Source: an optimization exercise on an open RTL-to-GDS flow (aim: small area). Production flows keep margins and buffers that such runs may drop. At most, simulation tests tie the RTL to the original design; equivalence was not proved. No activity file was given, so power comes from the tool's default toggle rates.

## eth_video_rx
module eth_video_rx (
	input wire logic clk,
	input wire logic eth_rx_downstream_rst,
	input wire logic rmii_crsdv,
	input wire logic [1:0] rmii_rxd,
	input wire logic rmii_rxerr,
	output logic vram_we,
	output logic [8-1:0] vram_addr,
	output logic [12-1:0] vram_color,
	output logic frame_err
);
	logic in_frame;
	logic err_hold;
	logic pre_seen;
	logic [3:0] pos_g;
	logic [1:0] pos_b;
	logic [1:0] pos_d;
	logic [3:0] nib;
	logic [3:0] col_hi [0:7];
	logic [3:0] col_mid [0:7];
	logic [3:0] col_lo [0:7];
	logic [4:0] ofs;
	logic ffcp_en;
	logic msg;
	logic ferr;
	logic [2:0] grp;
	logic [1:0] ph;
	logic shift;
	logic full;
	logic g7;
	logic g8;
	logic busy;
	logic start;
	logic nib_in;
	logic hi_en;
	logic mid_en;
	logic lo_en;
	logic hi_hold;
	logic mid_hold;
	logic lo_hold;
	assign shift = in_frame && rmii_crsdv && !rmii_rxerr;
	assign full = !pos_g[2] && !pos_g[1];
	assign g7 = !pos_g[2] && !pos_g[0];
	assign g8 = !pos_g[3] && !pos_g[1];
	assign busy = grp != 3'd4;
	assign start = in_frame && !rmii_crsdv && full && ffcp_en && msg;
	assign nib_in = in_frame && !busy && !pos_d[0] && !full;
  ...
Size: ~340 cells after synthesis, about 120 flip-flops.
Settings: LEC_CHECK=0, CAP_MARGIN=0, CORE_MARGIN=2, CORE_UTILIZATION=50, SLEW_MARGIN=0; clock period 10.0 ns.
standard.sh (not shown) runs the stock make flow with config.mk's settings and CLKGATE_MAP_FILE= SYNTH_SCRIPT=/design/flow/synth_recipe.tcl, a recipe that flattens the netlist after the stock synthesis.
==> flow/flow/run.sh <==
#!/bin/bash
# The standard layout (the standard.sh, standard synthesis unchanged), with
# two changes: ports are buffered with buf_1 cells, and the clock tree is built
# from clkbuf_4 cells without dummy balancing loads.
set -euo pipefail
export BUFFER_PORTS_ARGS="-buffer_cell sky130_fd_sc_hd__buf_1"
export CTS_ARGS="-sink_clustering_enable -repair_clock_nets -dont_use_dummy_load -buf_list sky130_fd_sc_hd__clkbuf_4"
bash standard.sh > standard.log 2>&1
==> next run, changes <==
CAP_MARGIN = 10   (was 0)
CORE_UTILIZATION = 70   (was 50)
SLEW_MARGIN = 10   (was 0)
After rerunning: Via count rises by about 0.9%; register-to-register slack degrades by 80 ps; global-route usage rises by 6.5 points; worst hold slack hardly moves; power falls by 0.39%; synthesized area is unchanged; core utilization rises by 21 points; setup slack improves by 41 ps; first-iteration DRC count rises by about 25%; critical path depth stays the same; synthesized cell count does not change.
==> next run, changes <==
CAP_MARGIN = 0   (was 10)
CORE_UTILIZATION = 75   (was 70)
SLEW_MARGIN = 0   (was 10)
Total power barely changes. Global-route usage went up by 2.0 points. Hold slack is worse by 12 ps.
Function was not checked in any run of this note: the RTL went through the layout flow alone.

---

run 1:
eth_video_rx, a different RTL version from the one above (not shown whole).
Size: ~310 cells after synthesis, roughly 120 flip-flops, about 28 I/O pins.
Design eth_video_rx, start of the top module:
module eth_video_rx (
	input wire logic clk,
	input wire logic eth_rx_downstream_rst,
	input wire logic rmii_crsdv,
	input wire logic [1:0] rmii_rxd,
	input wire logic rmii_rxerr,
	output logic vram_we,
	output logic [8-1:0] vram_addr,
	output logic [12-1:0] vram_color,
	output logic frame_err
);
clock: 10.0 ns
lec_check: 0
cap_margin: 0
core_margin: 2
core_utilization: 75
slew_margin: 0
==> flow/flow/run.sh <==
#!/bin/bash
# The standard layout (the standard.sh), with three changes:
# - synthesis is the standard one (synth_recipe.tcl and ORFS's synth.tcl,
#   same registers), but ABC maps the logic with flow/abc_map.script: more
#   rounds of choice computation (&dch -f) and area recovery (&nf -R 1000),
#   and no delay-driven buffering or gate sizing at the end, which the
#   layout's own repair does;
# - ports are buffered with buf_1 cells;
# - the clock tree is built from clkbuf_4 cells without dummy balancing loads.
set -euo pipefail
export BUFFER_PORTS_ARGS="-buffer_cell sky130_fd_sc_hd__buf_1"
export CTS_ARGS="-sink_clustering_enable -repair_clock_nets -dont_use_dummy_load -buf_list sky130_fd_sc_hd__clkbuf_4"
rm -rf synth_scripts
cp -r "$FLOW_HOME/scripts" synth_scripts
cp flow/abc_map.script synth_scripts/abc_speed.script
SCRIPTS_DIR="$PWD/synth_scripts" bash standard.sh synth > synth.log 2>&1
bash standard.sh > standard.log 2>&1
==> flow/flow/abc_map.script <==
&get -n
&st
&syn2
&dch -f
&nf -R 1000
&st
&syn2
&if -g -K 6
&synch2
&dch -f
&nf -R 1000
&st
&syn2
&if -g -K 6
&synch2
&dch -f
&nf -R 1000
&st
&syn2
&if -g -K 6
&synch2
&dch -f
&nf -R 1000
&put
topo
stime -c
Run 1: PASS, flow complete, no timing, DRC or antenna violations
[inputs] run 2 vs run 1
==> flow/flow/run.sh <==
#!/bin/bash
# The standard layout (the standard.sh, standard synthesis unchanged), with
# two changes: ports are buffered with buf_1 cells, and the clock tree is built
# from clkbuf_4 cells without dummy balancing loads.
set -euo pipefail
export BUFFER_PORTS_ARGS="-buffer_cell sky130_fd_sc_hd__buf_1"
export CTS_ARGS="-sink_clustering_enable -repair_clock_nets -dont_use_dummy_load -buf_list sky130_fd_sc_hd__clkbuf_4"
bash standard.sh > standard.log 2>&1
removed: flow/flow/abc_map.script
==> comparison <==
Going from run 1 to run 2, part of the power in the clock network shrinks by 0.2 points.
Run 1 → run 2: number of placement rows held; static leakage power went up about 3.2%; fraction of met2 tracks used by global routing saw a decrease; worst-case vdd ir drop -13%.
Compared with run 1, run 2 shows first-iteration DRC count higher by about 50%.
The higher first-pass GRT wire length of run 1 and run 2 is in run 2.
Run 2 vs run 1 — global placement routability congestion dropped by a few percent
Setup slack came out lower on run 2 than on run 1.
Side by side, area overhead of the layout relative to synthesis turned out lower in run 2 than in run 1.
Diff run 1 and run 2: synthesized-area fraction occupied by ao, oa, aoi and oai cells lower in run 2
Changes in run 3 relative to run 2:
- CORE_UTILIZATION: 75 -> 60
==> results.txt <==
Run 2 -> run 3: multiplexer share of the synthesized area delta 0, exact match. The peak-usage layer in the global routing report comes out met2 in one run and met1 in the other, namely in run 2 and run 3 respectively. Against run 2, post-detailed-routing wire length in run 3 fell by a few percent. From run 2 to run 3 the numbers moved as follows: via count down 30; pre-CTS worst setup slack climbed 0.049 ns; die area increased about 24%; cell area climbed 0.38%. Going from run 2 to run 3, the worst setup slack was found to have gone down by 0.018 ns. Summary of the comparison: number of cells in the design after placement is higher in run 3, relative to run 2. Taking run 2 as the reference, in run 3 final design utilization has decreased; sequential share of layout area went down 0.22 points; share of the clock period used by the worst path increased 0.18 points.
## Diff of input files: run 4 against run 3
- CORE_UTILIZATION changed from 60 to 88
- Re average footprint of a synthesized cell: no difference whatsoever between run 4 and run 3.
- Run 3 → run 4: gate count after technology mapping comparable; die extent in x went down; number of storage elements in the synthesis netlist about even.
- Reported for run 4 and run 3, post-synthesis async set-or-reset flop share turned out identical to the last digit.
- Run 4 terminated abnormally: global placement without I/O (3_1_place_gp_skip_io) reported GPL-0301.
- Run 4 vs. run 3: initial core utilization went up by 29 points.
- Site row count down 5 in run 4 wrt run 3
- Post-synthesis adder-cell area fraction: run 4 vs run 3 identical
Input-level comparison between run 5 and run 4:
- a change of CORE_UTILIZATION from 88 to 75
==> flow/flow/run.sh <==
#!/bin/bash
# The standard layout (the standard.sh), with three changes:
# - synthesis is the standard one (synth_recipe.tcl and ORFS's synth.tcl) but
#   its ABC mapping script leaves out the delay-driven buffering and gate
#   sizing at the end (flow/abc_map.script); the layout's own repair does that;
# - ports are buffered with buf_1 cells;
# - the clock tree is built from clkbuf_4 cells without dummy balancing loads.
set -euo pipefail
export BUFFER_PORTS_ARGS="-buffer_cell sky130_fd_sc_hd__buf_1"
export CTS_ARGS="-sink_clustering_enable -repair_clock_nets -dont_use_dummy_load -buf_list sky130_fd_sc_hd__clkbuf_4"
rm -rf synth_scripts
cp -r "$FLOW_HOME/scripts" synth_scripts
cp flow/abc_map.script synth_scripts/abc_speed.script
SCRIPTS_DIR="$PWD/synth_scripts" bash standard.sh synth > synth.log 2>&1
bash standard.sh > standard.log 2>&1
==> flow/flow/abc_map.script (new file) <==
&get -n
&st
&syn2
&dch -f
&nf -R 1000
&st
&syn2
&if -g -K 6
&synch2
&dch -f
&nf -R 1000
&st
&syn2
&if -g -K 6
&synch2
&dch -f
&nf -R 1000
&st
&syn2
&if -g -K 6
&synch2
&dch -f
&nf -R 1000
&put
topo
stime -c
Results
Out of run 5 and run 4, the only run to close with the timing, design-rule and antenna checks passing was run 5.
Run 4 is listed as incomplete: the tool reported an error in global placement without I/O (3_1_place_gp_skip_io) and the run ended there.
Run 5 vs. run 4: distinct cell type count after synthesis shows a reduction of 17; sequential share of the synthesized area has increased; number of placement rows shows an increase of 2.
Synthesized area in run 5 is 190 sq um below run 4.
Sort run 5 and run 4 by synthesized cell count, descending, and run 4 comes first.

afterwards: timing with drivers on the ports:
No port has a modelled driver above. Below, the same layouts with a new extraction and two added sets of constraints.
Step 1 assumes that a clkbuf_16 drives the clock port and a buf_2 every other input.
Step 2 also shifts input and output timing later by t, the mid clock arrival at the registers, as if the neighbouring blocks saw the same clock.
Three values: ideal, step 1, step 2; two values: the first two.
run | shift t [ns] | setup slack, ns | worst setup path at the end
the first run of note 1 | 0.492 | 6.524 / 6.494 / 6.887 | input to register
the second run of note 1 | 0.496 | 6.566 / 6.537 / 6.862 | input to register
the third run of note 1 | 0.497 | 6.561 / 6.531 / 6.843 | input to register
run 1 | 0.483 | 6.462 / 6.435 / 6.807 | input to register
run 2 | 0.495 | 6.444 / 6.420 / 6.576 | input to register
run 3 | 0.504 | 6.426 / 6.396 / 6.637 | input to register
run 5 | 0.483 | 6.462 / 6.435 / 6.807 | input to register
After both steps every run listed still meets setup and hold.
